Context: an optimization exercise on an open-source flow, tuned for small area and a short achievable clock period. The choices shown serve that exercise and are no tape-out recipe. At most, simulation tests tie the RTL to the original design; equivalence was not proved.

==> job 9004: inputs <==
Design iq_upconverter, start of the top module:
module iq_upconverter (
  input  logic        clk,
  input  logic        rstn,
  input  logic        en,
  input  logic [11:0] i_data,
  input  logic [11:0] q_data,
  output logic        if_valid,
  output logic [11:0] if_data
);
clock: 6.0 ns
lec_check: 0
cap_margin: 20
core_margin: 2
core_utilization: 40
setup_slack_margin: 3.45
slew_margin: 20
synth_hierarchical: 1
standard.sh (not shown) runs the stock make flow with config.mk's settings and CLKGATE_MAP_FILE= SYNTH_SCRIPT=/design/flow/synth_recipe.tcl, a recipe that flattens the netlist after the stock synthesis.
==> flow/flow/run.sh <==
#!/bin/bash
# Layout: the standard ORFS flow (standard.sh), with two changes:
#  - the port buffers are sky130_fd_sc_hd__buf_4 cells instead of the
#    resizer's default choice (a delay cell);
#  - the repair steps may resize a cell to any drive strength, not only to a
#    cell with the same footprint.
# The output of each tool goes to the ORFS logs under orfs/logs; make's own
# output goes to standard.log here.
set -euo pipefail
bash standard.sh MATCH_CELL_FOOTPRINT=0 \
  "BUFFER_PORTS_ARGS=-buffer_cell sky130_fd_sc_hd__buf_4" \
  finish > standard.log 2>&1
==> job 4458: changes against job 9004 <==
--- a/flow/design.v
+++ b/flow/design.v
@@ -476,36 +476,12 @@
   logic fs140;
   logic fc140;
   logic hs141;
   logic hc141;
   logic hs142;
   logic hc142;
-  logic hs143;
-  logic hc143;
-  logic hs144;
-  logic hc144;
-  logic hs145;
-  logic hc145;
-  logic hs146;
-  logic hc146;
-  logic hs147;
-  logic hc147;
-  logic hs148;
-  logic hc148;
-  logic hs149;
-  logic hc149;
-  logic hs150;
-  logic hc150;
-  logic hs151;
-  logic hc151;
-  logic hs152;
-  logic hc152;
-  logic hs153;
-  logic hc153;
-  logic hs154;
-  logic hc154;
   logic s1_0_0;
   logic s1_0_1;
   logic s1_1_0;
   logic s1_2_0;
   logic s1_2_1;
   logic s1_2_2;
@@ -592,15 +568,30 @@
   logic s1_20_2;
   logic s1_21_0;
   logic s1_21_1;
   logic s1_22_0;
   logic s1_22_1;
   logic s1_23_0;
+  logic s2_0_0;
+  logic s2_0_1;
+  logic s2_1_0;
+  logic s2_2_0;
+  logic s2_3_0;
+  logic s2_4_0;
+  logic s2_5_0;
+  logic s2_5_1;
+  logic s2_6_0;
+  logic s2_6_1;
+  logic s2_7_0;
+  logic s2_7_1;
+  logic s2_8_0;
+  logic s2_8_1;
+  logic s2_9_0;
+  logic s2_9_1;
   logic s2_10_0;
   logic s2_10_1;
-  logic s2_10_2;
   logic s2_11_0;
   logic s2_11_1;
   logic s2_12_0;
   logic s2_12_1;
   logic s2_13_0;
   logic s2_13_1;
@@ -1001,26 +992,12 @@
   csa_ha u_ha137 (.a(fc123), .b(fs124), .s(hs137), .co(hc137));
   csa_fa u_fa138 (.a(fs114), .b(fc124), .c(fs125), .s(fs138), .co(fc138));
   csa_ha u_ha139 (.a(fc125), .b(fs126), .s(hs139), .co(hc139));
   csa_fa u_fa140 (.a(fc115), .b(fs116), .c(fc126), .s(fs140), .co(fc140));
   csa_ha u_ha141 (.a(fc116), .b(fs117), .s(hs141), .co(hc141));
   csa_ha u_ha142 (.a(fc103), .b(fs104), .s(hs142), .co(hc142));
-  logic [10:0] lowsum;
-  assign lowsum = {1'b0, hs133, hs132, hs131, hs130, fc119, fs119, fs105, fs83, s1_1_0, s1_0_0} + {1'b0, hc132, hc131, hc130, hc129, hs129, 1'b0, 1'b0, 1'b0, 1'b0, s1_0_1};
-  csa_ha u_ha143 (.a(s2_10_0), .b(s2_10_1), .s(hs143), .co(hc143));
-  csa_ha u_ha144 (.a(s2_11_0), .b(s2_11_1), .s(hs144), .co(hc144));
-  csa_ha u_ha145 (.a(s2_12_0), .b(s2_12_1), .s(hs145), .co(hc145));
-  csa_ha u_ha146 (.a(s2_13_0), .b(s2_13_1), .s(hs146), .co(hc146));
-  csa_ha u_ha147 (.a(s2_14_0), .b(s2_14_1), .s(hs147), .co(hc147));
-  csa_ha u_ha148 (.a(s2_15_0), .b(s2_15_1), .s(hs148), .co(hc148));
-  csa_ha u_ha149 (.a(s2_16_0), .b(s2_16_1), .s(hs149), .co(hc149));
-  csa_ha u_ha150 (.a(s2_17_0), .b(s2_17_1), .s(hs150), .co(hc150));
-  csa_ha u_ha151 (.a(s2_18_0), .b(s2_18_1), .s(hs151), .co(hc151));
-  csa_ha u_ha152 (.a(s2_19_0), .b(s2_19_1), .s(hs152), .co(hc152));
-  csa_ha u_ha153 (.a(s2_20_0), .b(s2_20_1), .s(hs153), .co(hc153));
-  csa_ha u_ha154 (.a(s2_21_0), .b(s2_21_1), .s(hs154), .co(hc154));
   always_ff @(posedge clk) begin
     s1_0_0 <= pp1_0_0;
     s1_0_1 <= fs0;
     s1_1_0 <= fs51;
     s1_2_0 <= fc51;
     s1_2_1 <= fs1;
@@ -1108,15 +1085,30 @@
     s1_20_2 <= fs49;
     s1_21_0 <= fc81;
     s1_21_1 <= fs82;
     s1_22_0 <= fc82;
     s1_22_1 <= fs50;
     s1_23_0 <= fc50;
+    s2_0_0 <= s1_0_0;
+    s2_0_1 <= s1_0_1;
+    s2_1_0 <= s1_1_0;
+    s2_2_0 <= fs83;
+    s2_3_0 <= fs105;
+    s2_4_0 <= fs119;
+    s2_5_0 <= fc119;
+    s2_5_1 <= hs129;
+    s2_6_0 <= hs130;
+    s2_6_1 <= hc129;
+    s2_7_0 <= hs131;
+    s2_7_1 <= hc130;
+    s2_8_0 <= hs132;
+    s2_8_1 <= hc131;
+    s2_9_0 <= hs133;
+    s2_9_1 <= hc132;
     s2_10_0 <= fs120;
     s2_10_1 <= hc133;
-    s2_10_2 <= lowsum[10];
     s2_11_0 <= fs121;
     s2_11_1 <= hs134;
     s2_12_0 <= hs135;
     s2_12_1 <= hc134;
     s2_13_0 <= fs136;
     s2_13_1 <= hc135;
@@ -1138,14 +1130,14 @@
     s2_21_1 <= hc142;
     s2_22_0 <= fs128;
     s2_23_0 <= s1_23_0;
     s2_23_1 <= fc128;
   end
   logic [23:0] ra, rb;
-  assign ra = {s2_23_0, s2_22_0, hs154, hs153, hs152, hs151, hs150, hs149, hs148, hs147, hs146, hs145, hs144, s2_10_2, 1'b0, 1'b0, 1'b0, 1'b0, 1'b0, 1'b0, 1'b0, 1'b0, 1'b0, 1'b0};
-  assign rb = {s2_23_1, hc154, hc153, hc152, hc151, hc150, hc149, hc148, hc147, hc146, hc145, hc144, hc143, hs143, 1'b0, 1'b0, 1'b0, 1'b0, 1'b0, 1'b0, 1'b0, 1'b0, 1'b0, 1'b0};
+  assign ra = {s2_23_0, s2_22_0, s2_21_0, s2_20_0, s2_19_0, s2_18_0, s2_17_0, s2_16_0, s2_15_0, s2_14_0, s2_13_0, s2_12_0, s2_11_0, s2_10_0, s2_9_0, s2_8_0, s2_7_0, s2_6_0, s2_5_0, s2_4_0, s2_3_0, s2_2_0, s2_1_0, s2_0_0};
+  assign rb = {s2_23_1, 1'b0, s2_21_1, s2_20_1, s2_19_1, s2_18_1, s2_17_1, s2_16_1, s2_15_1, s2_14_1, s2_13_1, s2_12_1, s2_11_1, s2_10_1, s2_9_1, s2_8_1, s2_7_1, s2_6_1, s2_5_1, 1'b0, 1'b0, 1'b0, 1'b0, s2_0_1};
   logic [23:0] fsum;
   assign fsum = ra + rb;
   logic [12:0] hs;   
   assign hs = fsum[23:11];
   always_ff @(posedge clk) begin
     if_data <= (hs[12] == hs[11]) ? hs[11:0] : {hs[12], {11{~hs[12]}}};
==> flow/flow/run.sh (replaced) <==
#!/bin/bash
# Layout: the standard ORFS flow (standard.sh), with two changes:
#  - the port buffers are sky130_fd_sc_hd__buf_2 cells instead of the
#    resizer's default choice (a delay cell);
#  - the repair steps may resize a cell to any drive strength, not only to a
#    cell with the same footprint.
# The output of each tool goes to the ORFS logs under orfs/logs; make's own
# output goes to standard.log here.
set -euo pipefail
bash standard.sh MATCH_CELL_FOOTPRINT=0 \
  "BUFFER_PORTS_ARGS=-buffer_cell sky130_fd_sc_hd__buf_2" \
  finish > standard.log 2>&1
Settings changed: CORE_UTILIZATION 40 to 60.
==> run summary <==
status=finished clean; Mapped Avg Cell Area=11.4 um2; Buf/Inv on CP=0; Critical R2R Capture=if_data[6]$_DFF_P_; critical path depth=9; adder-cell share of the synthesized area=28.2%; Max Freq=400 MHz; non-clock inverter count in the final layout=26; hold_ws=331 ps
(the above is from job 9004)
==> run summary <==
critical path depth=5; adder-cell share of the synthesized area=26.2%; Critical R2R Capture=if_data[2]$_DFF_P_; Worst path max stage delay=500 ps; r2r setup slk=3480 ps; max cap viols=0; Max Freq=395 MHz; hold_ws=333 ps; top layer in use=met4; Slew HR=36.1%; Mapped Avg Cell Area=11.5 um2; Buf/Inv on CP=1; status=finished clean
(the above is from job 4458)

========
==> run B: inputs <==
iq_upconverter again, from the RTL that the note above started with.
==> flow/config.mk <==
export PLATFORM = sky130hd
export DESIGN_NAME = iq_upconverter
export DESIGN_NICKNAME = iq_upconverter
export VERILOG_FILES = /design/flow/design.v
export SDC_FILE = /design/flow/constraint.sdc
export NUM_CORES = 4
export LEC_CHECK = 0
export CAP_MARGIN = 20
export CORE_MARGIN = 2
export CORE_UTILIZATION = 40
export CTS_BUF_LIST = sky130_fd_sc_hd__clkbuf_4 sky130_fd_sc_hd__clkbuf_8
export PLACE_DENSITY = 0.75
export SETUP_SLACK_MARGIN = 3.45
export SLEW_MARGIN = 20
export SYNTH_HIERARCHICAL = 1
==> flow/constraint.sdc <==
create_clock -name core_clock -period 6.0 [get_ports {clk}]
set_input_delay 1.2000 -clock core_clock [delete_from_list [all_inputs] [get_ports {clk}]]
set_output_delay 1.2000 -clock core_clock [all_outputs]
set_load 0.01 [all_outputs]
==> flow/flow/run.sh <==
#!/bin/bash
# Layout: the standard ORFS flow (standard.sh), with two changes:
#  - the port buffers are sky130_fd_sc_hd__buf_4 cells instead of the
#    resizer's default choice (a delay cell);
#  - the repair steps may resize a cell to any drive strength, not only to a
#    cell with the same footprint.
# The output of each tool goes to the ORFS logs under orfs/logs; make's own
# output goes to standard.log here.
set -euo pipefail
bash standard.sh MATCH_CELL_FOOTPRINT=0 \
  "BUFFER_PORTS_ARGS=-buffer_cell sky130_fd_sc_hd__buf_4" \
  finish > standard.log 2>&1
==> run D: changes against run B <==
--- a/flow/design.v
+++ b/flow/design.v
@@ -475,38 +475,14 @@
   logic hc139;
   logic fs140;
   logic fc140;
   logic hs141;
   logic hc141;
   logic hs142;
   logic hc142;
-  logic hs143;
-  logic hc143;
-  logic hs144;
-  logic hc144;
-  logic hs145;
-  logic hc145;
-  logic hs146;
-  logic hc146;
-  logic hs147;
-  logic hc147;
-  logic hs148;
-  logic hc148;
-  logic hs149;
-  logic hc149;
-  logic hs150;
-  logic hc150;
-  logic hs151;
-  logic hc151;
-  logic hs152;
-  logic hc152;
-  logic hs153;
-  logic hc153;
-  logic hs154;
-  logic hc154;
   logic s1_0_0;
   logic s1_0_1;
   logic s1_1_0;
   logic s1_2_0;
   logic s1_2_1;
   logic s1_2_2;
   logic s1_3_0;
@@ -591,17 +567,32 @@
   logic s1_20_1;
   logic s1_20_2;
   logic s1_21_0;
   logic s1_21_1;
   logic s1_22_0;
   logic s1_22_1;
   logic s1_23_0;
+  logic s2_0_0;
+  logic s2_0_1;
+  logic s2_1_0;
+  logic s2_2_0;
+  logic s2_3_0;
+  logic s2_4_0;
+  logic s2_5_0;
+  logic s2_5_1;
+  logic s2_6_0;
+  logic s2_6_1;
+  logic s2_7_0;
+  logic s2_7_1;
+  logic s2_8_0;
+  logic s2_8_1;
+  logic s2_9_0;
+  logic s2_9_1;
   logic s2_10_0;
   logic s2_10_1;
-  logic s2_10_2;
   logic s2_11_0;
   logic s2_11_1;
   logic s2_12_0;
   logic s2_12_1;
   logic s2_13_0;
   logic s2_13_1;
   logic s2_14_0;
@@ -1000,28 +991,14 @@
   csa_fa u_fa136 (.a(fs112), .b(fc122), .c(fs123), .s(fs136), .co(fc136));
   csa_ha u_ha137 (.a(fc123), .b(fs124), .s(hs137), .co(hc137));
   csa_fa u_fa138 (.a(fs114), .b(fc124), .c(fs125), .s(fs138), .co(fc138));
   csa_ha u_ha139 (.a(fc125), .b(fs126), .s(hs139), .co(hc139));
   csa_fa u_fa140 (.a(fc115), .b(fs116), .c(fc126), .s(fs140), .co(fc140));
   csa_ha u_ha141 (.a(fc116), .b(fs117), .s(hs141), .co(hc141));
   csa_ha u_ha142 (.a(fc103), .b(fs104), .s(hs142), .co(hc142));
-  logic [10:0] lowsum;
-  assign lowsum = {1'b0, hs133, hs132, hs131, hs130, fc119, fs119, fs105, fs83, s1_1_0, s1_0_0} + {1'b0, hc132, hc131, hc130, hc129, hs129, 1'b0, 1'b0, 1'b0, 1'b0, s1_0_1};
-  csa_ha u_ha143 (.a(s2_10_0), .b(s2_10_1), .s(hs143), .co(hc143));
-  csa_ha u_ha144 (.a(s2_11_0), .b(s2_11_1), .s(hs144), .co(hc144));
-  csa_ha u_ha145 (.a(s2_12_0), .b(s2_12_1), .s(hs145), .co(hc145));
-  csa_ha u_ha146 (.a(s2_13_0), .b(s2_13_1), .s(hs146), .co(hc146));
-  csa_ha u_ha147 (.a(s2_14_0), .b(s2_14_1), .s(hs147), .co(hc147));
-  csa_ha u_ha148 (.a(s2_15_0), .b(s2_15_1), .s(hs148), .co(hc148));
-  csa_ha u_ha149 (.a(s2_16_0), .b(s2_16_1), .s(hs149), .co(hc149));
-  csa_ha u_ha150 (.a(s2_17_0), .b(s2_17_1), .s(hs150), .co(hc150));
-  csa_ha u_ha151 (.a(s2_18_0), .b(s2_18_1), .s(hs151), .co(hc151));
-  csa_ha u_ha152 (.a(s2_19_0), .b(s2_19_1), .s(hs152), .co(hc152));
-  csa_ha u_ha153 (.a(s2_20_0), .b(s2_20_1), .s(hs153), .co(hc153));
-  csa_ha u_ha154 (.a(s2_21_0), .b(s2_21_1), .s(hs154), .co(hc154));
   always_ff @(posedge clk) begin
     s1_0_0 <= pp1_0_0;
     s1_0_1 <= fs0;
     s1_1_0 <= fs51;
     s1_2_0 <= fc51;
     s1_2_1 <= fs1;
     s1_2_2 <= fs2;
@@ -1107,17 +1084,32 @@
     s1_20_1 <= fs81;
     s1_20_2 <= fs49;
     s1_21_0 <= fc81;
     s1_21_1 <= fs82;
     s1_22_0 <= fc82;
     s1_22_1 <= fs50;
     s1_23_0 <= fc50;
+    s2_0_0 <= s1_0_0;
+    s2_0_1 <= s1_0_1;
+    s2_1_0 <= s1_1_0;
+    s2_2_0 <= fs83;
+    s2_3_0 <= fs105;
+    s2_4_0 <= fs119;
+    s2_5_0 <= fc119;
+    s2_5_1 <= hs129;
+    s2_6_0 <= hs130;
+    s2_6_1 <= hc129;
+    s2_7_0 <= hs131;
+    s2_7_1 <= hc130;
+    s2_8_0 <= hs132;
+    s2_8_1 <= hc131;
+    s2_9_0 <= hs133;
+    s2_9_1 <= hc132;
     s2_10_0 <= fs120;
     s2_10_1 <= hc133;
-    s2_10_2 <= lowsum[10];
     s2_11_0 <= fs121;
     s2_11_1 <= hs134;
     s2_12_0 <= hs135;
     s2_12_1 <= hc134;
     s2_13_0 <= fs136;
     s2_13_1 <= hc135;
     s2_14_0 <= hs137;
@@ -1137,16 +1129,16 @@
     s2_21_0 <= fs118;
     s2_21_1 <= hc142;
     s2_22_0 <= fs128;
     s2_23_0 <= s1_23_0;
     s2_23_1 <= fc128;
   end
   logic [23:0] ra, rb;
-  assign ra = {s2_23_0, s2_22_0, hs154, hs153, hs152, hs151, hs150, hs149, hs148, hs147, hs146, hs145, hs144, s2_10_2, 1'b0, 1'b0, 1'b0, 1'b0, 1'b0, 1'b0, 1'b0, 1'b0, 1'b0, 1'b0};
-  assign rb = {s2_23_1, hc154, hc153, hc152, hc151, hc150, hc149, hc148, hc147, hc146, hc145, hc144, hc143, hs143, 1'b0, 1'b0, 1'b0, 1'b0, 1'b0, 1'b0, 1'b0, 1'b0, 1'b0, 1'b0};
+  assign ra = {s2_23_0, s2_22_0, s2_21_0, s2_20_0, s2_19_0, s2_18_0, s2_17_0, s2_16_0, s2_15_0, s2_14_0, s2_13_0, s2_12_0, s2_11_0, s2_10_0, s2_9_0, s2_8_0, s2_7_0, s2_6_0, s2_5_0, s2_4_0, s2_3_0, s2_2_0, s2_1_0, s2_0_0};
+  assign rb = {s2_23_1, 1'b0, s2_21_1, s2_20_1, s2_19_1, s2_18_1, s2_17_1, s2_16_1, s2_15_1, s2_14_1, s2_13_1, s2_12_1, s2_11_1, s2_10_1, s2_9_1, s2_8_1, s2_7_1, s2_6_1, s2_5_1, 1'b0, 1'b0, 1'b0, 1'b0, s2_0_1};
   logic [23:0] fsum;
   assign fsum = ra + rb;
   logic [12:0] hs;   
   assign hs = fsum[23:11];
   always_ff @(posedge clk) begin
     if_data <= (hs[12] == hs[11]) ? hs[11:0] : {hs[12], {11{~hs[12]}}};
   end
CORE_UTILIZATION = 60   (was 40)
CTS_BUF_LIST = unset   (was sky130_fd_sc_hd__clkbuf_4 sky130_fd_sc_hd__clkbuf_8)
PLACE_DENSITY = unset   (was 0.75)
==> run K: changes against run B <==
--- a/flow/design.v
+++ b/flow/design.v
@@ -1143,11 +1143,11 @@
   logic [23:0] ra, rb;
   assign ra = {s2_23_0, s2_22_0, hs154, hs153, hs152, hs151, hs150, hs149, hs148, hs147, hs146, hs145, hs144, s2_10_2, 1'b0, 1'b0, 1'b0, 1'b0, 1'b0, 1'b0, 1'b0, 1'b0, 1'b0, 1'b0};
   assign rb = {s2_23_1, hc154, hc153, hc152, hc151, hc150, hc149, hc148, hc147, hc146, hc145, hc144, hc143, hs143, 1'b0, 1'b0, 1'b0, 1'b0, 1'b0, 1'b0, 1'b0, 1'b0, 1'b0, 1'b0};
   logic [23:0] fsum;
   assign fsum = ra + rb;
   logic [12:0] hs;   
   assign hs = fsum[23:11];
-  always_ff @(posedge clk) begin
-    if_data <= (hs[12] == hs[11]) ? hs[11:0] : {hs[12], {11{~hs[12]}}};
-  end
+  logic [12:0] r3;
+  always_ff @(posedge clk) r3 <= hs;
+  assign if_data = (r3[12] == r3[11]) ? r3[11:0] : {r3[12], {11{~r3[12]}}};
 endmodule
PLACE_DENSITY = unset   (was 0.75)
==> run Z: changes against run B <==
--- a/flow/design.v
+++ b/flow/design.v
@@ -475,38 +475,14 @@
   logic hc139;
   logic fs140;
   logic fc140;
   logic hs141;
   logic hc141;
   logic hs142;
   logic hc142;
-  logic hs143;
-  logic hc143;
-  logic hs144;
-  logic hc144;
-  logic hs145;
-  logic hc145;
-  logic hs146;
-  logic hc146;
-  logic hs147;
-  logic hc147;
-  logic hs148;
-  logic hc148;
-  logic hs149;
-  logic hc149;
-  logic hs150;
-  logic hc150;
-  logic hs151;
-  logic hc151;
-  logic hs152;
-  logic hc152;
-  logic hs153;
-  logic hc153;
-  logic hs154;
-  logic hc154;
   logic s1_0_0;
   logic s1_0_1;
   logic s1_1_0;
   logic s1_2_0;
   logic s1_2_1;
   logic s1_2_2;
   logic s1_3_0;
@@ -591,17 +567,32 @@
   logic s1_20_1;
   logic s1_20_2;
   logic s1_21_0;
   logic s1_21_1;
   logic s1_22_0;
   logic s1_22_1;
   logic s1_23_0;
+  logic s2_0_0;
+  logic s2_0_1;
+  logic s2_1_0;
+  logic s2_2_0;
+  logic s2_3_0;
+  logic s2_4_0;
+  logic s2_5_0;
+  logic s2_5_1;
+  logic s2_6_0;
+  logic s2_6_1;
+  logic s2_7_0;
+  logic s2_7_1;
+  logic s2_8_0;
+  logic s2_8_1;
+  logic s2_9_0;
+  logic s2_9_1;
   logic s2_10_0;
   logic s2_10_1;
-  logic s2_10_2;
   logic s2_11_0;
   logic s2_11_1;
   logic s2_12_0;
   logic s2_12_1;
   logic s2_13_0;
   logic s2_13_1;
   logic s2_14_0;
@@ -1000,28 +991,14 @@
   csa_fa u_fa136 (.a(fs112), .b(fc122), .c(fs123), .s(fs136), .co(fc136));
   csa_ha u_ha137 (.a(fc123), .b(fs124), .s(hs137), .co(hc137));
   csa_fa u_fa138 (.a(fs114), .b(fc124), .c(fs125), .s(fs138), .co(fc138));
   csa_ha u_ha139 (.a(fc125), .b(fs126), .s(hs139), .co(hc139));
   csa_fa u_fa140 (.a(fc115), .b(fs116), .c(fc126), .s(fs140), .co(fc140));
   csa_ha u_ha141 (.a(fc116), .b(fs117), .s(hs141), .co(hc141));
   csa_ha u_ha142 (.a(fc103), .b(fs104), .s(hs142), .co(hc142));
-  logic [10:0] lowsum;
-  assign lowsum = {1'b0, hs133, hs132, hs131, hs130, fc119, fs119, fs105, fs83, s1_1_0, s1_0_0} + {1'b0, hc132, hc131, hc130, hc129, hs129, 1'b0, 1'b0, 1'b0, 1'b0, s1_0_1};
-  csa_ha u_ha143 (.a(s2_10_0), .b(s2_10_1), .s(hs143), .co(hc143));
-  csa_ha u_ha144 (.a(s2_11_0), .b(s2_11_1), .s(hs144), .co(hc144));
-  csa_ha u_ha145 (.a(s2_12_0), .b(s2_12_1), .s(hs145), .co(hc145));
-  csa_ha u_ha146 (.a(s2_13_0), .b(s2_13_1), .s(hs146), .co(hc146));
-  csa_ha u_ha147 (.a(s2_14_0), .b(s2_14_1), .s(hs147), .co(hc147));
-  csa_ha u_ha148 (.a(s2_15_0), .b(s2_15_1), .s(hs148), .co(hc148));
-  csa_ha u_ha149 (.a(s2_16_0), .b(s2_16_1), .s(hs149), .co(hc149));
-  csa_ha u_ha150 (.a(s2_17_0), .b(s2_17_1), .s(hs150), .co(hc150));
-  csa_ha u_ha151 (.a(s2_18_0), .b(s2_18_1), .s(hs151), .co(hc151));
-  csa_ha u_ha152 (.a(s2_19_0), .b(s2_19_1), .s(hs152), .co(hc152));
-  csa_ha u_ha153 (.a(s2_20_0), .b(s2_20_1), .s(hs153), .co(hc153));
-  csa_ha u_ha154 (.a(s2_21_0), .b(s2_21_1), .s(hs154), .co(hc154));
   always_ff @(posedge clk) begin
     s1_0_0 <= pp1_0_0;
     s1_0_1 <= fs0;
     s1_1_0 <= fs51;
     s1_2_0 <= fc51;
     s1_2_1 <= fs1;
     s1_2_2 <= fs2;
@@ -1107,17 +1084,32 @@
     s1_20_1 <= fs81;
     s1_20_2 <= fs49;
     s1_21_0 <= fc81;
     s1_21_1 <= fs82;
     s1_22_0 <= fc82;
     s1_22_1 <= fs50;
     s1_23_0 <= fc50;
+    s2_0_0 <= s1_0_0;
+    s2_0_1 <= s1_0_1;
+    s2_1_0 <= s1_1_0;
+    s2_2_0 <= fs83;
+    s2_3_0 <= fs105;
+    s2_4_0 <= fs119;
+    s2_5_0 <= fc119;
+    s2_5_1 <= hs129;
+    s2_6_0 <= hs130;
+    s2_6_1 <= hc129;
+    s2_7_0 <= hs131;
+    s2_7_1 <= hc130;
+    s2_8_0 <= hs132;
+    s2_8_1 <= hc131;
+    s2_9_0 <= hs133;
+    s2_9_1 <= hc132;
     s2_10_0 <= fs120;
     s2_10_1 <= hc133;
-    s2_10_2 <= lowsum[10];
     s2_11_0 <= fs121;
     s2_11_1 <= hs134;
     s2_12_0 <= hs135;
     s2_12_1 <= hc134;
     s2_13_0 <= fs136;
     s2_13_1 <= hc135;
     s2_14_0 <= hs137;
@@ -1137,16 +1129,16 @@
     s2_21_0 <= fs118;
     s2_21_1 <= hc142;
     s2_22_0 <= fs128;
     s2_23_0 <= s1_23_0;
     s2_23_1 <= fc128;
   end
   logic [23:0] ra, rb;
-  assign ra = {s2_23_0, s2_22_0, hs154, hs153, hs152, hs151, hs150, hs149, hs148, hs147, hs146, hs145, hs144, s2_10_2, 1'b0, 1'b0, 1'b0, 1'b0, 1'b0, 1'b0, 1'b0, 1'b0, 1'b0, 1'b0};
-  assign rb = {s2_23_1, hc154, hc153, hc152, hc151, hc150, hc149, hc148, hc147, hc146, hc145, hc144, hc143, hs143, 1'b0, 1'b0, 1'b0, 1'b0, 1'b0, 1'b0, 1'b0, 1'b0, 1'b0, 1'b0};
+  assign ra = {s2_23_0, s2_22_0, s2_21_0, s2_20_0, s2_19_0, s2_18_0, s2_17_0, s2_16_0, s2_15_0, s2_14_0, s2_13_0, s2_12_0, s2_11_0, s2_10_0, s2_9_0, s2_8_0, s2_7_0, s2_6_0, s2_5_0, s2_4_0, s2_3_0, s2_2_0, s2_1_0, s2_0_0};
+  assign rb = {s2_23_1, 1'b0, s2_21_1, s2_20_1, s2_19_1, s2_18_1, s2_17_1, s2_16_1, s2_15_1, s2_14_1, s2_13_1, s2_12_1, s2_11_1, s2_10_1, s2_9_1, s2_8_1, s2_7_1, s2_6_1, s2_5_1, 1'b0, 1'b0, 1'b0, 1'b0, s2_0_1};
   logic [23:0] fsum;
   assign fsum = ra + rb;
   logic [12:0] hs;   
   assign hs = fsum[23:11];
   always_ff @(posedge clk) begin
     if_data <= (hs[12] == hs[11]) ? hs[11:0] : {hs[12], {11{~hs[12]}}};
   end
CTS_BUF_LIST = unset   (was sky130_fd_sc_hd__clkbuf_4 sky130_fd_sc_hd__clkbuf_8)
PLACE_DENSITY = unset   (was 0.75)
==> run summary <==
metric                                                                      run K                    run D                    run Z                    run B
Reg area                                                               3810 sq um               4090 sq um               4090 sq um               3790 sq um
Total number of placement rows                                                 61                       50                       61                       61
Die Wd                                                                173 microns              141 microns              172 microns              171 microns
Launching element of the worst setup path                                  r3[11]                     q[0]                i_data[4]                  s2_16_1
Floorplan Core Area                                                   27900 sq um              18600 sq um              27900 sq um              27600 sq um
Count of cells along the worst register-to-register path                        7                       13                       10                        9
M2 GR Usage                                                                 0.307                    0.464                    0.315                    0.301
Relative max-transition margin                                              0.423                    0.398                    0.332                    0.380
Outcome                                                   complete, no violations  complete, no violations  complete, no violations  complete, no violations
Setup crit end                                                         if_data[4]                   bn0[2]                  s1_13_4               if_data[5]
Cell area after synthesis                                             11400 sq um              11300 sq um              11300 sq um              11200 sq um
Area share of fa/ha/maj cells after synthesis                               0.277                    0.262                    0.262                    0.282
Filler cells                                                                 2524                     1350                     2528                     2460
Synthesized netlist cell count                                               1004                      985                      985                      985
For run K, only the layout was checked, not whether the RTL still works.

static timing again, ports no longer ideal:
How much do the figures lean on ideal ports? The routed layouts below were timed once more, with nothing changed but the port constraints.
Step 1 assumes that a clkbuf_16 drives the clock port and a buf_2 every other input.
Step 2, shift: input delay + t, output delay - t, t = (earliest + latest rising clock arrival at the registers) / 2. This alone moves slack from input paths to output paths.
Three values: ideal, step 1, step 2; two values: the first two.
run	t, ns	setup slack, ns	worst setup path at the end	clock arrival spread, ns	worst slew at a driven data input, ns
job 9004	0.483	3.497 / 3.487 / 3.004	input to register	0.021 / 0.022	0.08
job 4458	0.485	3.466 / 3.476 / 3.006	input to register	0.014 / 0.015	0.07
run B	0.520	3.497 / 3.497 / 2.988	input to register	0.024 / 0.024	0.07
run D	0.475	3.398 / 3.398 / 3.040	input to register	0.011 / 0.010	0.07
run K	0.514	3.221 / 3.177 / 2.982	input to register	0.031 / 0.031	0.07
run Z	0.475	3.488 / 3.479 / 3.003	input to register	0.012 / 0.013	0.07
After both steps setup and hold are still met in every run listed. The setup slack of run B, which loses most, moves by 0.000 ns with the drivers and by -0.509 ns with both steps.
